Source: an optimization exercise on an open RTL-to-GDS flow (aim: small area and a short achievable clock period). Production flows keep margins and buffers that such runs may drop.
Function was checked by simulation only, so behaviour that the tests miss may differ from the original.
Power and IR drop assume default switching activity.

## hyctl_top
module hyctl_top (
    input  logic                          clk,
    input  logic                          reset,
    input  logic [7:0]                    io_port_id,
    input  logic [7:0]                    io_out_port,
    input  logic                          io_write_strobe,
    input  logic                          io_read_strobe,
    output logic [7:0]                    in_port,
    input  logic                          udp_rx_start,
    input  logic [7:0]                    udp_rx_data,
    input  logic                          udp_rx_valid,
    input  logic                          udp_rx_last,
    input  logic [31:0]                   udp_rx_src_ip,
    input  logic [15:0]                   udp_rx_src_port,
    input  logic                          udp_tx_ready,
    input  logic [1:0]                    udp_tx_result,
    output logic                          udp_tx_start,
    output logic [7:0]                    udp_tx_data,
    output logic                          udp_tx_valid,
    output logic                          udp_tx_last,
    output logic [6:0]                    udp_tx_length,
    output logic [31:0]                   udp_tx_dst_ip,
    output logic [15:0]                   udp_tx_dst_port,
    input  logic [31:0]                   ext_ip,
    input  logic                          ext_ip_force,
    output logic                          ip_dhcp_reset,
    output logic [31:0]                   ip_static_ip,
    output logic                          ip_static_ip_valid,
    output logic                          stream_linked,
    output logic [31:0]                   stream_ip,
    output logic [15:0]                   stream_udp_port
);
clock: 5.0 ns
lec_check: 0
cap_margin: 20
core_margin: 2
core_utilization: 45
cts_buf_list: sky130_fd_sc_hd__clkbuf_8
cts_cluster_diameter: 80
cts_cluster_size: 12
place_density: 0.6
setup_slack_margin: 2.6
slew_margin: 20
synth_hierarchical: 1
synth_minimum_keep_size: 0
tns_end_percent: 10
standard.sh (not shown) runs the stock make flow with config.mk's settings and CLKGATE_MAP_FILE= SYNTH_SCRIPT=/design/flow/synth_recipe.tcl, a recipe that flattens the netlist after the stock synthesis.
==> flow/flow/run.sh <==
#!/bin/bash
# The standard layout (standard.sh), with one change: the port buffers
# that buffer_ports inserts are plain sky130_fd_sc_hd__buf_1 cells instead of
# the default cell it picks (a slow delay buffer). Every input and output
# port still gets its own buffer. The full make output goes to
# standard_make.log in the work folder.
set -euo pipefail
bash standard.sh "BUFFER_PORTS_ARGS=-buffer_cell sky130_fd_sc_hd__buf_1" finish > standard_make.log 2>&1
Testbench counts at the start, summed over its fixed seeds: tx cycles 5,394, tx bytes 3,981.
Rerun with:
--- a/flow/design.v
+++ b/flow/design.v
@@ -64,14 +64,30 @@
     typedef struct packed {
         logic                  linked;
         logic [IP_W-1:0]       ip;
         logic [UDP_PORT_W-1:0] udp_port;
     } stream_cfg_t;
 endpackage
 `timescale 1ns/100ps
+module hyctl_predec (
+    input  logic       use_cnt,
+    input  logic [6:0] cnt,
+    input  logic [6:0] bus,
+    output logic [7:0] lo,
+    output logic [15:0] hi
+);
+    always_comb begin
+        for (int i = 0; i < 8; i++) begin
+            lo[i] = (use_cnt && (cnt[2:0] == i[2:0])) || (!use_cnt && (bus[2:0] == i[2:0]));
+        end
+        for (int i = 0; i < 16; i++) begin
+            hi[i] = (use_cnt && (cnt[6:3] == i[3:0])) || (!use_cnt && (bus[6:3] == i[3:0]));
+        end
+    end
+endmodule
 module hyctl_bit_next (
     input  logic we_n,
     input  logic wd_n,
     input  logic q,
     output logic d
 );
     assign d = (we_n || !wd_n) && (!we_n || q);
@@ -290,40 +306,42 @@
         end
     end
     logic [BW-1:0]         buf_wdata;
     logic                  buf_we;
     logic                  buf_we0;
     logic [7:0]            dec_lo;
     logic [15:0]           dec_hi;
-    logic [7:0]            cnt_lo;
-    logic [15:0]           cnt_hi;
-    logic [7:0]            bus_lo;
-    logic [15:0]           bus_hi;
+    logic [7:0]            dec_lo_w;
+    logic [15:0]           dec_hi_w;
     logic [DEPTH-1:0]      sel_n;
     logic [DEPTH-1:0]      row_we;
     logic [DEPTH*BW-1:0]   mem_q;
     logic [DEPTH*BW-1:0]   mem_d;
     logic [BW-1:0]         rd_zero;
     logic [BW-1:0]         tx_zero;
     assign buf_wdata = rx_active ? udp_rx_data : io_out_port;
     assign buf_we    = receiving_q ? udp_rx_valid : (!transmitting_q && !capture_go && buf_wr);
     assign buf_we0   = capture_go && !receiving_q && udp_rx_valid;
+    hyctl_predec u_predec_rd (
+        .use_cnt (use_cnt_q),
+        .cnt     (addr_q),
+        .bus     (io_port_id[AW-1:0]),
+        .lo      (dec_lo),
+        .hi      (dec_hi)
+    );
+    hyctl_predec u_predec_wr (
+        .use_cnt (use_cnt_q),
+        .cnt     (addr_q),
+        .bus     (io_port_id[AW-1:0]),
+        .lo      (dec_lo_w),
+        .hi      (dec_hi_w)
+    );
     always_comb begin
-        for (int i = 0; i < 8; i++) begin
-            cnt_lo[i] = use_cnt_q && (addr_q[2:0] == i[2:0]);
-            bus_lo[i] = !use_cnt_q && (io_port_id[2:0] == i[2:0]);
-            dec_lo[i] = cnt_lo[i] || bus_lo[i];
-        end
-        for (int i = 0; i < 16; i++) begin
-            cnt_hi[i] = use_cnt_q && (addr_q[6:3] == i[3:0]);
-            bus_hi[i] = !use_cnt_q && (io_port_id[6:3] == i[3:0]);
-            dec_hi[i] = cnt_hi[i] || bus_hi[i];
-        end
         for (int r = 0; r < DEPTH; r++) begin
-            row_we[r] = buf_we && dec_lo[r % 8] && dec_hi[r / 8];
+            row_we[r] = buf_we && dec_lo_w[r % 8] && dec_hi_w[r / 8];
         end
         row_we[0] = row_we[0] || buf_we0;
     end
     for (genvar r = 0; r < DEPTH; r++) begin : g_sel
         hyctl_row_sel u_sel (
             .lo    (dec_lo[r % 8]),
             .hi    (dec_hi[r / 8]),
- global-route usage came out lower by 0.19 points
- cell area grows by about 0.3%
- sequential power hardly moves
- wire length shrinks by about 1.6%
- utilization went down by 0.55 points
- sequential cell count does not change
- area after synthesis went up by 0.88%
- worst setup slack gains 37 ps
- critical path depth falls by 5
- count of clock-buffer cells in the layout does not change
- worst hold slack is worse by 11 ps
- cell count climbs by about 0.6%
- total power came out higher by about 1.5%
- maximum frequency is higher by about 1.3%
Testbench counts after the change, summed over its fixed seeds: tx cycles 5,394, tx bytes 3,981.

-- static timing again, ports no longer ideal --
The flow's constraints put no driver on any port. The routed layouts listed below were extracted and timed again, unchanged, in two steps. Step 1, drivers: a clkbuf_16 drives clk and a buf_2 each remaining input, both assumed. Step 2, shift: input delay + t, output delay - t, t = (earliest + latest rising clock arrival at the registers) / 2. This alone moves slack from input paths to output paths. Three values: ideal ports, drivers, drivers and shift; two values: the first two.
run | t (ns) | setup WS [ns] | cell pins on the clock port's net
the first run | 0.855 | 2.083 / 2.101 / 1.252 | 1
the second run | 0.859 | 2.121 / 2.121 / 1.307 | 1
After both steps setup and hold are still met in every run listed. The setup slack of the first run, which loses most, moves by +0.018 ns with the drivers and by -0.831 ns with both steps.
